What follows belongs to an exercise in optimizing a design on an open flow for small area, a short achievable clock period and few clock cycles per item; a production flow would make more cautious choices.
The RTL was checked by simulation tests, not by an equivalence proof against the original design.

`design/flow/flow/run.sh`:
```
#!/bin/bash
# Layout flow: the standard flow, except that synthesis leaves adders to the
# generic gate mapping and ABC (no full/half adder cell extraction), so that ABC
# sees whole arithmetic paths when it maps for delay. Registers are unchanged.
set -euo pipefail
bash standard.sh ADDER_MAP_FILE= synth > synth.log 2>&1
bash standard.sh finish > finish.log 2>&1
```
`design/flow/standard.sh`:
```
#!/bin/bash
# synth_recipe.tcl (not shown) runs the flow's synth.tcl, then flattens the netlist and writes it again
# the make line also repeats each setting of config.mk as NAME=value (left out here)
make -C /OpenROAD-flow-scripts/flow DESIGN_CONFIG=/design/flow/config.mk WORK_HOME=/design/flow/orfs CLKGATE_MAP_FILE= SYNTH_SCRIPT=/design/flow/synth_recipe.tcl "${@:-finish}"
```
`design/flow/config.mk`:
```
export PLATFORM = sky130hd
export DESIGN_NAME = frame_interval_statistics_top
export DESIGN_NICKNAME = frame_interval_statistics_top
export VERILOG_FILES = /design/flow/design.v
export SDC_FILE = /design/flow/constraint.sdc
export NUM_CORES = 4
export LEC_CHECK = 0
export ABC_AREA = 1
export CAP_MARGIN = 20
export CORE_MARGIN = 2
export CORE_UTILIZATION = 55
export SETUP_SLACK_MARGIN = 3
export SLEW_MARGIN = 20
```
`design/flow/constraint.sdc`:
```
create_clock -name core_clock -period 10.0 [get_ports {clk_i}]
set_input_delay 2.0000 -clock core_clock [delete_from_list [all_inputs] [get_ports {clk_i}]]
set_output_delay 2.0000 -clock core_clock [all_outputs]
set_load 0.01 [all_outputs]
```
`design/flow/design.v`:
```
package fis_pkg;
  localparam int unsigned COUNT_BITS_DEF = 16;
  localparam int unsigned DT_BITS_DEF    = 24;
  localparam logic [31:0] WINDOW_US_RESET = 32'd1000000;
  localparam logic [31:0] FPS_STEP        = 32'd62500;
endpackage
import fis_pkg::*;
module fis_lzc #(
  parameter int unsigned W  = 32,
  parameter int unsigned LW = 6
) (
  input  logic [W-1:0]  x_i,
  output logic [LW-1:0] lz_o
);
  always_comb begin
    lz_o = LW'(W);
    for (int i = 0; i < W; i++) begin
      if (x_i[i]) lz_o = LW'(W - 1 - i);
    end
  end
endmodule
module fis_add #(
  parameter int unsigned W    = 32,
  parameter bit          FAST = 1'b1
) (
  input  logic [W-1:0] a_i,
  input  logic [W-1:0] b_i,
  input  logic         c_i,
  output logic [W-1:0] s_o,
  output logic         c_o
);
  logic [W-1:0] g, p, gg;
  always_comb begin
    logic [W-1:0] pp, gn, pn;
    g  = a_i & b_i;
    p  = a_i ^ b_i;
    gg = g;
    gg[0] = g[0] | (p[0] & c_i);
    if (FAST) begin
      pp = p;
      pn = p;
      for (int s = 1; s < W; s = s * 2) begin
        gn = gg;
        pn = pp;
        for (int i = 0; i < W; i++) begin
          if ((i / s) % 2 == 1) begin
            gn[i] = gg[i] | (pp[i] & gg[(i / s) * s - 1]);
            pn[i] = pp[i] & pp[(i / s) * s - 1];
          end
        end
        gg = gn;
        pp = pn;
      end
    end else begin
      for (int i = 1; i < W; i++) gg[i] = g[i] | (p[i] & gg[i-1]);
    end
  end
  if (W > 1) begin : g_s
    assign s_o = p ^ {gg[W-2:0], c_i};
  end else begin : g_s1
    assign s_o = p ^ c_i;
  end
  assign c_o = gg[W-1];
endmodule
import fis_pkg::*;
module frame_interval_statistics_top
#(
  parameter int unsigned COUNT_BITS = COUNT_BITS_DEF,
  parameter int unsigned DT_BITS    = DT_BITS_DEF
) (
  input  logic        clk_i,
  input  logic        rst_ni,
  input  logic        cfg_we_i,
  input  logic [31:0] cfg_wdata_i,
  input  logic        in_valid_i,
  output logic        in_ready_o,
  input  logic [31:0] in_time_us_i,
  output logic        out_valid_o,
  input  logic        out_ready_i,
  output logic [23:0] out_dt_us_o,
  output logic        out_dt_valid_o,
  output logic        out_report_o,
  output logic [15:0] out_interval_cnt_o,
  output logic [31:0] out_elapsed_us_o,
  output logic [31:0] out_fps_q8_o,
  output logic [31:0] out_mean_q8_o,
  output logic [31:0] out_stddev_q8_o,
  output logic [23:0] out_min_dt_us_o,
  output logic [23:0] out_max_dt_us_o
);
  localparam int unsigned K     = 4;             
  localparam int unsigned KM    = 5;             
  localparam int unsigned MCH   = (32 + KM - 1) / KM;   
  localparam int unsigned BW    = MCH * KM;      
  localparam int unsigned FK    = 2;             
  logic [31:0] win_q;
  logic        have_ref_q;
  logic [31:0] prev_q;
  logic [31:0] el_q;
  logic [31:0] wstart_q;
  logic [15:0] n_q;
  logic [31:0] fm_q;           
  logic [31:0] mean_q;
  logic [63:0] m2_q;
  logic        m2sat_q;
  logic [23:0] min_q, max_q;
  logic [23:0] dt_q;
  logic        dtv_q, rep_q, mm_q;
  logic        out_v_q;
  logic        rep_busy_q;
  typedef enum logic [2:0] {D_IDLE, D_DELTA, D_MEAN, D_V0, D_VAR1, D_VAR2, D_VEND} dv_mode_e;
  dv_mode_e    dv_mode_q;
  logic [3:0]  dv_cnt_q;
  logic [15:0] dv_r_q;
  logic [31:0] dv_a_q;
  logic [15:0] dv_d_q;
  logic [17:0] dv_d3_q;        
  logic        dv_neg_q;
  logic [31:0] a_q;
  logic [3:0]  mch_q;          
  logic        fin_q;
  logic [31:0]   m_a_q;
  logic [BW-1:0] m_b_q;
  logic [63:0]   m_p_q;
  logic [3:0]    m_cnt_q;
  logic          m_first_q;
  logic          madd_q;
  logic        f_busy_q;
  logic [4:0]  f_cnt_q;
  logic [31:0] f_r_q;
  logic [31:0] f_q_q;
  logic         s_v_q;
  logic [K-1:0] s_chunk_q;
  logic [32:0]  s_r_q;
  logic [31:0]  s_root_q;
  logic         sd_done_q;
  logic         v_go_q;         
  logic        acc_ok, in_acc;
  logic [31:0] diff, el_new;
  logic [23:0] dt_new;
  logic        el_ge_win, rep_new;
  logic        mult_ok;
  logic        unused_co;
  logic [3:0] m_cnt_d;
  always_comb begin
    if (fin_q)                 m_cnt_d = mch_q;
    else if (m_cnt_q != 4'd0)  m_cnt_d = m_cnt_q - 4'd1;
    else                       m_cnt_d = 4'd0;
  end
  assign mult_ok = fin_q ? (mch_q <= 4'd1) : (m_cnt_q <= 4'd2);
  always_comb begin
    acc_ok = 1'b0;
    if (!out_v_q && !rep_busy_q) begin
      if (dv_mode_q == D_IDLE) acc_ok = 1'b1;
      else if (dv_mode_q == D_MEAN && dv_cnt_q <= 4'd1 && mult_ok) acc_ok = 1'b1;
    end
  end
  assign in_ready_o = acc_ok;
  assign in_acc     = in_valid_i && acc_ok;
  logic diff_co, el_co;
  fis_add #(.W(32)) u_diff (.a_i(in_time_us_i), .b_i(~prev_q), .c_i(1'b1), .s_o(diff), .c_o(diff_co));
  fis_add #(.W(32)) u_el   (.a_i(in_time_us_i), .b_i(~wstart_q), .c_i(1'b1), .s_o(el_new), .c_o(el_co));
  logic [31:0] ws_win;
  logic        ws_win_co;
  logic [33:0] el_cmp_b;
  logic        el_cmp_co;
  fis_add #(.W(32)) u_wsw  (.a_i(wstart_q), .b_i(win_q), .c_i(1'b0), .s_o(ws_win), .c_o(ws_win_co));
  fis_add #(.W(34)) u_elc  (.a_i({2'b0, in_time_us_i}), .b_i(~{1'b0, ws_win_co, ws_win}), .c_i(1'b1),
                            .s_o(el_cmp_b), .c_o(el_cmp_co));
  assign el_ge_win = el_co ? !el_cmp_b[33] : el_cmp_b[32];
  assign dt_new  = (diff[31:24] != 8'd0) ? 24'hFF_FFFF : diff[23:0];
  assign rep_new = el_ge_win || (n_q == 16'hFFFE);
  logic [15:0] n_inc;
  logic        n_inc_co;
  fis_add #(.W(16), .FAST(1'b0)) u_ninc (.a_i(n_q), .b_i(16'd0), .c_i(1'b1), .s_o(n_inc), .c_o(n_inc_co));
  logic [31:0] fm_inc;
  logic        fm_inc_co;
  fis_add #(.W(32), .FAST(1'b0)) u_fm (.a_i(fm_q), .b_i(FPS_STEP), .c_i(1'b0), .s_o(fm_inc), .c_o(fm_inc_co));
  logic [23:0] mn_s, mx_s;
  logic        dt_ge_min, max_ge_dt;
  fis_add #(.W(24), .FAST(1'b0)) u_mn (.a_i(dt_q), .b_i(~min_q), .c_i(1'b1), .s_o(mn_s), .c_o(dt_ge_min));
  fis_add #(.W(24), .FAST(1'b0)) u_mx (.a_i(max_q), .b_i(~dt_q), .c_i(1'b1), .s_o(mx_s), .c_o(max_ge_dt));
  logic [32:0] cs_x, cs_m, cs_y, cs_s, cs_c;
  logic        cs_e;
  logic [32:0] d;
  logic        d_co;
  logic        d_neg;
  logic [31:0] a_ones, a_abs;
  logic        a_co;
  logic [5:0]  lz_a, lzs;
  assign cs_x = {1'b0, dt_q, 8'd0};
  assign cs_m = ~{1'b0, mean_q};
  assign cs_y = fin_q ? (dv_neg_q ? {1'b0, dv_a_q} : ~{1'b0, dv_a_q}) : 33'd0;
  assign cs_e = fin_q && !dv_neg_q;
  assign cs_s = cs_x ^ cs_m ^ cs_y;
  assign cs_c = {((cs_x[31:0] & cs_m[31:0]) | (cs_x[31:0] & cs_y[31:0]) | (cs_m[31:0] & cs_y[31:0])), 1'b1};
  fis_add #(.W(33)) u_d (.a_i(cs_s), .b_i(cs_c), .c_i(cs_e), .s_o(d), .c_o(d_co));
  assign d_neg  = d[32];
  logic [32:0] ns_y, ns_s, ns_c, nd;
  logic        ns_e, nd_co;
  logic [5:0]  lz_p, lz_m;
  assign ns_y = fin_q ? (dv_neg_q ? ~{1'b0, dv_a_q} : {1'b0, dv_a_q}) : 33'd0;
  assign ns_e = fin_q && dv_neg_q;
  assign ns_s = ~cs_m ^ ~cs_x ^ ns_y;
  assign ns_c = {((~cs_m[31:0] & ~cs_x[31:0]) | (~cs_m[31:0] & ns_y[31:0]) | (~cs_x[31:0] & ns_y[31:0])), 1'b1};
  fis_add #(.W(33)) u_nd (.a_i(ns_s), .b_i(ns_c), .c_i(ns_e), .s_o(nd), .c_o(nd_co));
  assign a_ones = d[31:0];
  assign a_abs  = d_neg ? nd[31:0] : d[31:0];
  assign a_co   = 1'b0;
  fis_lzc #(.W(32), .LW(6)) u_lz_p (.x_i(d[31:0]), .lz_o(lz_p));
  fis_lzc #(.W(32), .LW(6)) u_lz_m (.x_i(nd[31:0]), .lz_o(lz_m));
  assign lz_a = d_neg ? lz_m : lz_p;
  assign lzs = lz_a;
  logic [63:0] m2_eff;
  logic [15:0] nm1;
  logic        nm1_co;
  logic [5:0]  lz_v;
  assign m2_eff = m2sat_q ? 64'hFFFF_FFFF_FFFF_FFFF : m2_q;
  fis_add #(.W(16), .FAST(1'b0)) u_nm1 (.a_i(n_q), .b_i(16'hFFFF), .c_i(1'b0), .s_o(nm1), .c_o(nm1_co));
  fis_lzc #(.W(32), .LW(6)) u_lz_v (.x_i(m2_eff[63:32]), .lz_o(lz_v));
  logic [15:0] vsat_s;
  logic        vsat;
  fis_add #(.W(16), .FAST(1'b0)) u_vsat (.a_i({8'd0, m2_eff[63:56]}), .b_i(~nm1), .c_i(1'b1),
                                         .s_o(vsat_s), .c_o(vsat));
  logic        is_var;
  logic [15:0] div_src_n;
  logic [4:0]  lz_n;
  logic [31:0] sh_src;
  logic [5:0]  sh_lz;
  logic [6:0]  sh_w;
  logic [3:0]  sh_cyc;
  logic [79:0] sh_full;
  logic [47:0] sh_out;
  assign is_var    = (dv_mode_q == D_V0);
  assign div_src_n = is_var ? nm1 : n_q;
  fis_lzc #(.W(16), .LW(5)) u_lz_n (.x_i(div_src_n), .lz_o(lz_n));
  assign sh_src = is_var ? m2_eff[63:32] : a_abs;
  assign sh_lz  = is_var ? lz_v : lzs;
  assign sh_w   = 7'd17 + 7'(K - 1) + {2'b0, lz_n} - {1'b0, sh_lz};
  assign sh_cyc = sh_w[6] ? 4'd0 : 4'(sh_w[5:0] / 6'(K));
  assign sh_full = {16'd0, sh_src, 32'd0} >> (sh_cyc * K);
  assign sh_out  = sh_full[47:0];
  logic [5:0] a_bl;
  logic [3:0] a_mch;
  assign a_bl  = 6'd32 - lzs;
  assign a_mch = 4'((a_bl + 6'(KM - 1)) / 6'(KM));
  logic [15:0]  st_r [K/2+1];
  logic [31:0]  st_a [K/2+1];
  logic [K-1:0] st_q;
  assign st_r[0] = dv_r_q;
  assign st_a[0] = dv_a_q;
  for (genvar i = 0; i < K/2; i++) begin : g_dv
    logic [17:0] t, u1, u2, u3;
    logic        ge1, ge2, ge3;
    logic [1:0]  qd;
    assign t = {st_r[i], st_a[i][31:30]};
    fis_add #(.W(18)) u_s1 (.a_i(t), .b_i(~{2'b0, dv_d_q}), .c_i(1'b1), .s_o(u1), .c_o(ge1));
    fis_add #(.W(18)) u_s2 (.a_i(t), .b_i(~{1'b0, dv_d_q, 1'b0}), .c_i(1'b1), .s_o(u2), .c_o(ge2));
    fis_add #(.W(18)) u_s3 (.a_i(t), .b_i(~dv_d3_q), .c_i(1'b1), .s_o(u3), .c_o(ge3));
    assign qd = ge3 ? 2'd3 : ge2 ? 2'd2 : ge1 ? 2'd1 : 2'd0;
    assign st_r[i+1] = ge3 ? u3[15:0] : ge2 ? u2[15:0] : ge1 ? u1[15:0] : t[15:0];
    assign st_a[i+1] = {st_a[i][29:0], qd};
    assign st_q[K-1-2*i -: 2] = qd;
  end
  logic [17:0] d3_new;
  logic        d3_co;
  fis_add #(.W(18), .FAST(1'b0)) u_d3 (.a_i({2'b0, div_src_n}), .b_i({1'b0, div_src_n, 1'b0}), .c_i(1'b0),
                                       .s_o(d3_new), .c_o(d3_co));
  logic dv_step_ok;
  assign dv_step_ok = (dv_cnt_q != 4'd1) || mult_ok;
  logic [31:0]   q_fin, mean_fin, b_fin;
  logic          mean_co, b_co;
  logic [BW-1:0] b_sh;
  assign q_fin = dv_a_q;
  fis_add #(.W(32)) u_mean (.a_i(mean_q), .b_i(q_fin ^ {32{dv_neg_q}}), .c_i(dv_neg_q),
                            .s_o(mean_fin), .c_o(mean_co));
  fis_add #(.W(32)) u_b (.a_i(a_q), .b_i(~q_fin), .c_i(1'b1), .s_o(b_fin), .c_o(b_co));
  assign b_sh = BW'(b_fin) << (KM * (MCH - mch_q));
  logic [KM-1:0] m_chunk;
  logic [63:0]   m_ops [KM+1];
  logic [63:0]   m_cs_s, m_cs_c, m_p_next;
  logic          m_p_co;
  assign m_chunk = m_b_q[BW-1 -: KM];
  assign m_ops[0] = m_first_q ? 64'd0 : (m_p_q << KM);
  for (genvar i = 0; i < KM; i++) begin : g_pp
    assign m_ops[i+1] = m_chunk[i] ? (64'(m_a_q) << i) : 64'd0;
  end
  always_comb begin
    logic [63:0] s, c, x;
    s = m_ops[0];
    c = m_ops[1];
    for (int i = 2; i <= KM; i++) begin
      x = m_ops[i];
      {s, c} = {s ^ c ^ x, ((s & c) | (s & x) | (c & x)) << 1};
    end
    m_cs_s = s;
    m_cs_c = c;
  end
  fis_add #(.W(64)) u_mp (.a_i(m_cs_s), .b_i(m_cs_c), .c_i(1'b0), .s_o(m_p_next), .c_o(m_p_co));
  logic [63:0] m2_sum;
  logic        m2_co;
  fis_add #(.W(64)) u_m2 (.a_i(m2_q), .b_i({8'd0, m_p_q[63:8]}), .c_i(1'b0), .s_o(m2_sum), .c_o(m2_co));
  logic [31:0] fr [FK+1];
  logic [31:0] fq [FK+1];
  assign fr[0] = f_r_q;
  assign fq[0] = f_q_q;
  for (genvar i = 0; i < FK; i++) begin : g_fps
    logic [32:0] t, u;
    logic        ge;
    assign t = {fr[i], fq[i][31]};
    fis_add #(.W(33)) u_sub (.a_i(t), .b_i(~{1'b0, el_q}), .c_i(1'b1), .s_o(u), .c_o(ge));
    assign fr[i+1] = ge ? u[31:0] : t[31:0];
    assign fq[i+1] = {fq[i][30:0], ge};
  end
  logic [31:0] fsat_s;
  logic        fsat;
  fis_add #(.W(32), .FAST(1'b0)) u_fsat (.a_i({20'd0, fm_q[31:20]}), .b_i(~el_q), .c_i(1'b1),
                                         .s_o(fsat_s), .c_o(fsat));
  logic [32:0] sr [K/2+1];
  logic [31:0] so [K/2+1];
  assign sr[0] = s_r_q;
  assign so[0] = s_root_q;
  for (genvar i = 0; i < K/2; i++) begin : g_sq
    logic [34:0] t, u;
    logic        ge;
    assign t = {sr[i], s_chunk_q[K-1-2*i -: 2]};
    fis_add #(.W(35)) u_sub (.a_i(t), .b_i(~{1'b0, so[i], 2'b01}), .c_i(1'b1), .s_o(u), .c_o(ge));
    assign sr[i+1] = ge ? u[32:0] : t[32:0];
    assign so[i+1] = {so[i][30:0], ge};
  end
  logic out_xfer;
  assign out_xfer = out_v_q && out_ready_i;
  always_ff @(posedge clk_i or negedge rst_ni) begin
    if (!rst_ni) begin
      win_q      <= WINDOW_US_RESET;
      have_ref_q <= 1'b0;
      n_q        <= '0;
      fm_q       <= '0;
      mean_q     <= '0;
      m2_q       <= '0;
      m2sat_q    <= 1'b0;
      min_q      <= '1;
      max_q      <= '0;
      mm_q       <= 1'b0;
      out_v_q    <= 1'b0;
      rep_busy_q <= 1'b0;
      dv_mode_q  <= D_IDLE;
      dv_cnt_q   <= '0;
      fin_q      <= 1'b0;
      m_cnt_q    <= '0;
      m_first_q  <= 1'b0;
      madd_q     <= 1'b0;
      f_busy_q   <= 1'b0;
      f_cnt_q    <= '0;
      s_v_q      <= 1'b0;
      sd_done_q  <= 1'b0;
      v_go_q     <= 1'b0;
    end else begin
      if (cfg_we_i) win_q <= cfg_wdata_i;
      if (out_xfer) begin
        out_v_q <= 1'b0;
        if (rep_q) begin
          rep_busy_q <= 1'b0;
          v_go_q     <= 1'b0;
          wstart_q   <= prev_q;
          n_q        <= '0;
          fm_q       <= '0;
          mean_q     <= '0;
          m2_q       <= '0;
          m2sat_q    <= 1'b0;
          min_q      <= '1;
          max_q      <= '0;
        end
      end
      mm_q <= 1'b0;
      if (in_acc) begin
        prev_q <= in_time_us_i;
        if (!have_ref_q) begin
          have_ref_q <= 1'b1;
          wstart_q   <= in_time_us_i;
          dt_q       <= '0;
          dtv_q      <= 1'b0;
          rep_q      <= 1'b0;
          out_v_q    <= 1'b1;
        end else begin
          dt_q    <= dt_new;
          dtv_q   <= 1'b1;
          rep_q   <= rep_new;
          el_q    <= el_new;
          n_q     <= n_inc;
          fm_q    <= fm_inc;
          mm_q    <= 1'b1;
          if (rep_new) rep_busy_q <= 1'b1;
          else         out_v_q    <= 1'b1;
        end
      end
      if (mm_q) begin
        if (!dt_ge_min) min_q <= dt_q;
        if (!max_ge_dt) max_q <= dt_q;
      end
      fin_q <= 1'b0;
      if (fin_q) begin
        mean_q    <= mean_fin;
        m_a_q     <= a_q;
        m_b_q     <= b_sh;
        m_first_q <= 1'b1;
      end
      madd_q  <= 1'b0;
      m_cnt_q <= m_cnt_d;
      if (m_cnt_q != 4'd0) begin
        m_p_q <= m_p_next;
        if (m_cnt_q == 4'd1) madd_q <= 1'b1;
        if (!fin_q) begin
          m_b_q     <= m_b_q << KM;
          m_first_q <= 1'b0;
        end
      end
      if (madd_q) begin
        m2_q <= m2_sum;
        if (m2_co) m2sat_q <= 1'b1;
      end
      case (dv_mode_q)
        D_IDLE: begin
          if (rep_busy_q && !fin_q && m_cnt_q == 4'd0 && !madd_q && !v_go_q) begin
            v_go_q <= 1'b1;
            if (n_q >= 16'd2) begin
              dv_mode_q <= D_V0;
            end else begin
              s_root_q  <= '0;
              sd_done_q <= 1'b1;
            end
          end
        end
        D_DELTA: begin
          dv_neg_q <= d_neg;
          a_q      <= a_abs;
          dv_d_q   <= n_q;
          dv_d3_q  <= d3_new;
          mch_q    <= (n_q == 16'd1) ? 4'd0 : a_mch;
          dv_r_q   <= sh_out[47:32];
          if (n_q == 16'd1) begin
            dv_a_q   <= a_abs;
            dv_cnt_q <= '0;
          end else begin
            dv_a_q   <= sh_out[31:0];
            dv_cnt_q <= sh_cyc;
          end
          if ((n_q == 16'd1 || sh_cyc == 4'd0) && mult_ok) begin
            fin_q     <= 1'b1;
            dv_mode_q <= D_IDLE;
          end else begin
            dv_mode_q <= D_MEAN;
          end
        end
        D_MEAN: begin
          if (dv_cnt_q == 4'd0) begin
            if (mult_ok) begin
              fin_q     <= 1'b1;
              dv_mode_q <= D_IDLE;
            end
          end else if (dv_step_ok) begin
            dv_r_q   <= st_r[K/2];
            dv_a_q   <= st_a[K/2];
            dv_cnt_q <= dv_cnt_q - 4'd1;
            if (dv_cnt_q == 4'd1) begin
              fin_q     <= 1'b1;
              dv_mode_q <= D_IDLE;
            end
          end
        end
        D_V0: begin
          dv_d_q   <= nm1;
          dv_d3_q  <= d3_new;
          s_r_q    <= '0;
          s_root_q <= '0;
          if (vsat) begin
            s_root_q  <= '1;
            sd_done_q <= 1'b1;
            dv_mode_q <= D_IDLE;
          end else if (sh_cyc == 4'd0) begin
            dv_r_q    <= sh_out[47:32];
            dv_a_q    <= m2_eff[31:0];
            dv_cnt_q  <= 4'(32 / K);
            dv_mode_q <= D_VAR2;
          end else begin
            dv_r_q    <= sh_out[47:32];
            dv_a_q    <= sh_out[31:0];
            dv_cnt_q  <= sh_cyc;
            dv_mode_q <= D_VAR1;
          end
        end
        D_VAR1: begin
          dv_r_q   <= st_r[K/2];
          dv_cnt_q <= dv_cnt_q - 4'd1;
          if (dv_cnt_q == 4'd1) begin
            dv_a_q    <= m2_eff[31:0];
            dv_cnt_q  <= 4'(32 / K);
            dv_mode_q <= D_VAR2;
          end else begin
            dv_a_q    <= st_a[K/2];
          end
        end
        D_VAR2: begin
          dv_r_q   <= st_r[K/2];
          dv_a_q   <= st_a[K/2];
          dv_cnt_q <= dv_cnt_q - 4'd1;
          if (dv_cnt_q == 4'd1) begin
            dv_cnt_q  <= 4'(8 / K);
            dv_mode_q <= D_VEND;
          end
        end
        D_VEND: begin
          dv_cnt_q <= dv_cnt_q - 4'd1;
          if (dv_cnt_q == 4'd1) begin
            dv_mode_q <= D_IDLE;
          end
        end
        default: dv_mode_q <= D_IDLE;
      endcase
      if (in_acc && have_ref_q) dv_mode_q <= D_DELTA;
      s_v_q     <= (dv_mode_q == D_VAR1) || (dv_mode_q == D_VAR2) || (dv_mode_q == D_VEND);
      s_chunk_q <= (dv_mode_q == D_VEND) ? '0 : st_q;
      if (s_v_q) begin
        s_r_q    <= sr[K/2];
        s_root_q <= so[K/2];
        if (dv_mode_q == D_IDLE) begin
          if (!f_busy_q) out_v_q   <= 1'b1;
          else           sd_done_q <= 1'b1;
        end
      end
      if (dv_mode_q == D_DELTA && rep_q) begin
        if (el_q == 32'd0 || fsat) begin
          f_q_q <= '1;
        end else begin
          f_busy_q <= 1'b1;
          f_cnt_q  <= 5'(32 / FK - 1);
          f_r_q    <= {20'd0, fm_q[31:20]};
          f_q_q    <= {fm_q[19:0], 12'd0};
        end
      end else if (f_busy_q) begin
        f_r_q   <= fr[FK];
        f_q_q   <= fq[FK];
        f_cnt_q <= f_cnt_q - 5'd1;
        if (f_cnt_q == 5'd0) f_busy_q <= 1'b0;
      end
      if (rep_busy_q && sd_done_q && !f_busy_q && !out_v_q) begin
        out_v_q   <= 1'b1;
        sd_done_q <= 1'b0;
      end
    end
  end
  assign out_valid_o        = out_v_q;
  assign out_dt_us_o        = dt_q;
  assign out_dt_valid_o     = dtv_q;
  assign out_report_o       = rep_q;
  assign out_interval_cnt_o = rep_q ? n_q : '0;
  assign out_elapsed_us_o   = rep_q ? el_q : '0;
  assign out_fps_q8_o       = rep_q ? f_q_q : '0;
  assign out_mean_q8_o      = rep_q ? mean_q : '0;
  assign out_stddev_q8_o    = rep_q ? s_root_q : '0;
  assign out_min_dt_us_o    = rep_q ? min_q : '0;
  assign out_max_dt_us_o    = rep_q ? max_q : '0;
endmodule
```
==> results of run 1 <==
==> how the worst max path moves through the flow <==
stage	startpoint	to	slack (ns)	cells past startpoint
2_1_floorplan	in_time_us_i[1]	dt_q[10]$_SDFFCE_PN0P_	3.86	28
3_3_place_gp	dv_neg_q$_DFFE_PP_	dv_a_q[0]$_DFFE_PP_	1.81	42
3_5_place_dp	dv_neg_q$_DFFE_PP_	dv_a_q[0]$_DFFE_PP_	1.67	42
4_1_cts	dv_a_q[31]$_DFFE_PP_	dv_r_q[8]$_DFFE_PP_	3.00	38
5_1_grt	dv_a_q[1]$_DFFE_PP_	dv_a_q[1]$_DFFE_PP_	2.95	48
6_report	dv_a_q[31]$_DFFE_PP_	dv_a_q[1]$_DFFE_PP_	3.27	39
==> critical path: cells and delay by family (launching register included) <==
| family | cells | cell delay, ns |
|---|---|---|
| flip-flops | 1 | 0.50 |
| AND/OR/NAND/NOR | 23 | 2.82 |
| AO/OA/AOI/OAI | 12 | 2.26 |
| XOR/XNOR | 1 | 0.25 |
| buffers and inverters | 3 | 0.59 |
==> sequential cells by signal, summed over array words and instances, names as in the netlist, 33 cells and up <==
register / count
s_r_q: 33
m_b_q: 35
m2_q: 64
m_p_q: 64
==> placed cells by master (no fill, tap or decap), drive strengths merged, types with 20 or more instances in the layout <==
master and count:
o21a 24, o211ai 54, or2 130, buf 174, clkdlybuf4s50 286, o21bai 34
inv 2071, mux2 32, a31oi 93, nand3 623, edfxtp 504, a21boi 39
clkbuf 113, o31ai 25, o21ai 898, nor2 1626, nand4 107, nand2 3360
dfrtp 221, nand3b 20, o221ai 30, nor4 31, a21oi 490, o22ai 127
dfstp 31, xor2 398, clkinv 54, xnor2 214, nor3 96
==> cell type report <==
| cell class | instances | area (um2) | area share [%] |
|---|---|---|---|
| Timing Repair inverter | 1 | 8.758 | 0.01078 |
| Sequential cell | 756 | 21480 | 26.43 |
| Clock inverter | 60 | 688.2 | 0.8466 |
| Timing Repair Buffer | 463 | 4378 | 5.386 |
| Clock buffer | 111 | 2432 | 2.993 |
| Inverter | 2094 | 7958 | 9.790 |
| Antenna cell | 6 | 15.01 | 0.01847 |
| Multi-Input combinational cell | 8589 | 42140 | 51.84 |
| Tap cell | 1742 | 2180 | 2.682 |
==> logic make-up after synthesis <==
logic type | after synthesis | synth area share (%)
compound gates | 1916 | 15.08
xor+xnor | 613 | 7.588
fa+ha+maj | 5 | 0.06930
buf+inv | 2428 | 13.00
flops | 756 | 29.74
mux | 42 | 0.6376
other cells | 1 | 0.005193
simple gates | 6000 | 33.87
==> stage by stage <==
step | setup WS, ns | cells | util (%)
final | 3.272 | 13820 | 62.53
after global routing | 2.949 | 13820 | 62.53
after CTS | 3.001 | 13740 | 61.56
after detailed placement | 1.672 | 13550 | 58.95
after global placement | 1.811 | 13550 | 58.94
after floorplan | 3.860 | 11760 | -
==> repair_timing <==
action,CTS,global route
gates resized for setup,30,128
pin swaps,5,24
buffers inserted,14,64
hold buffers,0,0
endpoints found under the setup margin,109,197
gates cloned,3,11
==> per-layer routing <==
layer | share of wire [%] | wire length [um] | up-vias | global-route usage [%]
met5 | 0.027 | 67 | - | 0
met4 | 3.9 | 9854 | 10 | 12.47
met3 | 10 | 26380 | 528 | 7.458
met2 | 43 | 107600 | 3327 | 54.98
met1 | 43 | 108600 | 35420 | 50.27
li1 | - | - | 37770 | -
==> flow_summary.toml, run 1 <==
[outcome]
status = "timing/DRC/antenna clean"

[clock_tree]
clkTransAtPathRegs_ns = 0.07
cts_tree = "yes"
clockBufferDepth = 3
cts_made_buffers = 91
h-tree-depth = 3
cts-root-buf = "clkbuf_16"
cts_sinks = 756
clk_latency_ns = 0.72

[synthesis]
synthArstFlopShare_pct = 33.33
synth_most_common_cell = "nand2_1"
synth_ff_type = "edfxtp_1"
syn_avg_cell_area_um2 = 6.141
synth_area_leaders = "edfxtp_1, nand2_1, inv_1"
ys_ff_latch = 756
ys_types = 87
syn_inst = 11760
synth_nets = 11830
synth_top_area_share_pct = 20.96
yosys_warnings = 20
yosysSeqAreaShare_pct = 29.74
synth_top_area_cell = "edfxtp_1"
yosys-top-cells-count = "nand2_1, inv_1, nor2_1"
syn_area_um2 = 72220
synth_edf_count = 504

[floorplanning]
dieArea_um2 = 134200
start_util_pct = 55.56
dieWidth_um = 366.4
rows = 132
io_pins = 289
coreArea_um2 = 130000
die_y_um = 366.4

[setup_path]
slowest_stage = "edfxtp_1"
required_ns = 10.47
rr_worst_depth = 39
reg2reg_slack_ns = 3.27
critPathMaxStageDelay_ns = 0.50
critPathArrivalTime_ns = 7.20
critPathMaxFanout = 25
end_kind = "register"
crit_type = "register to register"
reg2reg_from = "dv_a_q[31]$_DFFE_PP_"
startpoint_type = "register"
cpMostUsedCell = "nand2_1"
timing.rr.end = "dv_a_q[1]$_DFFE_PP_"

[sta]
finalHoldWorstSlack_ns = 0.4685
finalCritPeriodShare_pct = 67.28
drv_slew = 0
fmax_mhz = 148.6
final_hold_viol_count = 0
slew_headroom_pct = 8.499
fin_skew_ns = 0.03223
rsz0062_at_grt = "false"
setup_viol = 0
fin_crit_ns = 6.728
tightest_slew_ns = 1.358
fin_setup_tns_ns = 0

[global_route]
grt_pass1_vias = 69940
antenna_found_initial = 15
grt_overflow_total = 0
grt_pass1_wl_mm = 384.9
gr-usage-all-layers_pct = 35.93
grt_max_degree = 79

[placed_design]
gp_congestion = 1.041
hpwlAfterDp_mm = 189.0
portBuffers = 288
dpl_cell_area_um2 = 76620

[detailed_routing]
dr_total_vias = 77050
viasPerCell = 5.575
route.antenna.remaining_nets = 0
drt_iter0_drc = 8717
drc = 0
wl_mm = 252.5
detail_route.wl_per_cell_um = 18.27
detail_route.first_pass.iterations = 8

[min_path]
min_path_type = "register to register"
hp-start = "fm_q[1]$_DFFE_PN0N_"
holdPathStages = 2
hold_end = "fm_q[1]$_DFFE_PN0N_"

[final_layout]
drive_gt1_share_pct = 6.228
syn_to_final_growth_pct = 12.55
design_area_um2 = 81280
fillers = 12340
layout.nets = 12070

[job]
maxCapViolCount = 0
Testbench counts, summed over its fixed seeds: cycles 64,331, items 12,000.
==> inputs of run 2 (changes only) <==
--- a/design/flow/config.mk
+++ b/design/flow/config.mk
@@ -10,4 +10,4 @@
 export CORE_MARGIN = 2
 export CORE_UTILIZATION = 55
-export SETUP_SLACK_MARGIN = 3
+export SETUP_SLACK_MARGIN = 3.6
 export SLEW_MARGIN = 20
==> flow_summary.toml, run 2 <==
[floorplanning]
coreArea_um2 = 130000
io_pins = 289
start_util_pct = 55.56
dieArea_um2 = 134200
rows = 132
die_y_um = 366.4
dieWidth_um = 366.4

[outcome]
status = "timing/DRC/antenna clean"

[setup_path]
path_buf_inv = 9
critPathArrivalTime_ns = 6.77
path_delay_family = "simple AND/OR/NAND/NOR gates"
critPathMaxFanout = 26
required_ns = 10.48
critPathMaxStageDelay_ns = 0.65
crit_type = "register to register"
slowest_stage = "edfxtp_1"
cpMostUsedCell = "nand2_1"
startpoint_type = "register"
end_kind = "register"

[final_layout]
multiInputGateArea_um2 = 43240
fillers = 12110
layout.area.seq_um2 = 21480
final_common_cell = "nand2_1"
drive_gt1_share_pct = 8.995
layout.nets = 12200
mostFrequentLayoutCells = "nand2_1, inv_1, nor2_1, o21ai_0, nand3_1"
top_regs = "m2_q: 64 flops, m_p_q: 64 flops, m_b_q: 35 flops"
syn_to_final_growth_pct = 15.74

[sta]
tightest_slew_ns = 1.291
fmax_mhz = 158.9
slew_headroom_pct = 13.05
finalHoldWorstSlack_ns = 0.4679
rsz0062_at_grt = "true"
finalCritPeriodShare_pct = 62.95
setup_viol = 0
drv_slew = 0
fin_crit_ns = 6.295
fin_skew_ns = 0.02759
timing.final.ws_setup_ns = 3.705
final_hold_viol_count = 0
fin_setup_tns_ns = 0

[detailed_routing]
detail_route.first_pass.iterations = 8
dr_total_vias = 78480
route.antenna.remaining_nets = 0
wl_mm = 258.3
detail_route.wl_per_cell_um = 18.51
viasPerCell = 5.622
drt_iter0_drc = 8881
drc = 0

[synthesis]
synth_top_area_share_pct = 20.96
ys_types = 87
yosys_warnings = 20
syn_inst = 11760
yosys-top-cells-count = "nand2_1, inv_1, nor2_1"
synth_edf_count = 504
synth_ff_type = "edfxtp_1"
synth_most_common_cell = "nand2_1"
synth_area_leaders = "edfxtp_1, nand2_1, inv_1"
synthArstFlopShare_pct = 33.33
ys_ff_latch = 756
synth_nets = 11830
syn_area_um2 = 72220
synth_top_area_cell = "edfxtp_1"
syn_avg_cell_area_um2 = 6.141
yosysSeqAreaShare_pct = 29.74

[global_route]
grt_overflow_total = 0
grt_pass1_vias = 70420
antenna_found_initial = 17
gr-usage-all-layers_pct = 36.39
grt_pass1_wl_mm = 389.4
grt_max_degree = 79

[clock_tree]
h-tree-depth = 3
cts_sinks = 756
clkTransAtPathRegs_ns = 0.07
cts_tree = "yes"
cts-root-buf = "clkbuf_16"
cts_made_buffers = 91
cts_hold_buf = 0
clockBufferDepth = 3
clk_latency_ns = 0.72

[placed_design]
portBuffers = 288
gp_congestion = 1.041
place_ws_ns = 1.672
hpwlAfterDp_mm = 189.0

[job]
maxCapViolCount = 0

[min_path]
min_path_type = "register to register"
==> run 2: cell counts after synthesis <==
No cell type changed its count.
==> run 2: logic make-up (layout without fill, tap and decap cells) <==
| kind of cell | count (synthesis) | in the layout | synth area share [%] |
|---|---|---|---|
| DFF | 756 | 756 | 29.74 |
| muxes | 42 | 42 | 0.6376 |
| buffers and inverters | 2428 | 2856 | 13.00 |
| AOI/OAI and AO/OA | 1916 | 1917 | 15.08 |
| other | 1 | 10 | 0.005193 |
| xor gates and xnor gates | 613 | 613 | 7.588 |
| and+or+nand+nor | 6000 | 6017 | 33.87 |
| adders and majority gates | 5 | 5 | 0.06930 |
==> run 2: cell type report <==
class,count,area share (%)
diodes,9,0.02694
clock buffers,111,2.910
clock inverters,60,0.8233
inverters,2094,9.553
multi-input cells,8595,51.73
flip-flops and latches,756,25.70
well taps,1742,2.608
repair buffers,589,6.625
repair inverters,2,0.01946
==> run 2: worst paths after layout <==
| kind | depth (start not counted) | from | endpoint | slack [ns] |
|---|---|---|---|---|
| setup reg to reg | 40 | dv_a_q[28]$_DFFE_PP_ | dv_a_q[1]$_DFFE_PP_ | 3.70 |
| hold / removal | 2 | fm_q[1]$_DFFE_PN0N_ | fm_q[1]$_DFFE_PN0N_ | 0.47 |
| hold reg to reg | 2 | fm_q[1]$_DFFE_PN0N_ | fm_q[1]$_DFFE_PN0N_ | 0.47 |
| min in group asynchronous | 1 | rst_ni | max_q[0]$_DFF_PN0_ | 1.17 |
| max in group asynchronous | 3 | rst_ni | m2sat_q$_DFF_PN0_ | 6.75 |
| setup / recovery | 40 | dv_a_q[28]$_DFFE_PP_ | dv_a_q[1]$_DFFE_PP_ | 3.70 |
==> run 2: tightest hold or removal path, delay by kind of cell, from the launching register on <==
kind                   cells  cell delay [ns]
DFF                        1             0.34
and+or+nand+nor            1             0.05
buffers and inverters      1             0.04
==> run 2: per-stage QoR <==
| step | utilization, % | instance area, um2 | instances |
|---|---|---|---|
| 2_1_floorplan | - | 72220 | 11760 |
| 3_3_place_gp | 58.94 | 76610 | 13550 |
| 3_5_place_dp | 58.95 | 76620 | 13550 |
| 4_1_cts | 62.16 | 80800 | 13780 |
| 5_1_grt | 64.29 | 83570 | 13950 |
| 6_report | 64.31 | 83590 | 13960 |
==> run 2: per-layer routing <==
metal / vias up / wire length, um / track usage [%] / share of wire [%]
li1: 38060 / - / - / -
met1: 36080 / 109100 / 50.98 / 42
met2: 3726 / 110100 / 55.70 / 43
met3: 600 / 28370 / 7.319 / 11
met4: 14 / 10600 / 12.80 / 4.1
met5: - / 97 / 0 / 0.038
==> run 2: what timing repair did <==
action                     in CTS  in global routing
gates cloned                    9                 17
buffers inserted               52                147
pin swaps                      15                 81
setup endpoints to repair     197                235
gates resized for setup       120                372

[afterwards: timing with drivers on the ports]
In the flow no input, the clock included, has a driving cell. The finished layouts below were timed again as built, in two steps.
Step 1, drivers: a clkbuf_16 drives clk_i and a buf_2 each remaining input, both assumed.
Step 2 moves the port delays by t, midway between the first and last clock arrival at a register: inputs arrive t later, outputs are due t later. That takes back most of the time a late clock gives input paths.
a / b / c = ideal ports / drivers / drivers and shift; a / b = the first two.
run | shift t [ns] | slack for setup (ns) | worst register clock-pin slew, ns
run 1 | 0.789 | 3.272 / 3.272 / 2.622 | 0.07 / 0.07
run 2 | 0.794 | 3.705 / 3.705 / 3.190 | 0.07 / 0.07
After both steps every run listed still meets setup and hold. The setup slack of run 1, which loses most, moves by 0.000 ns with the drivers and by -0.650 ns with both steps.
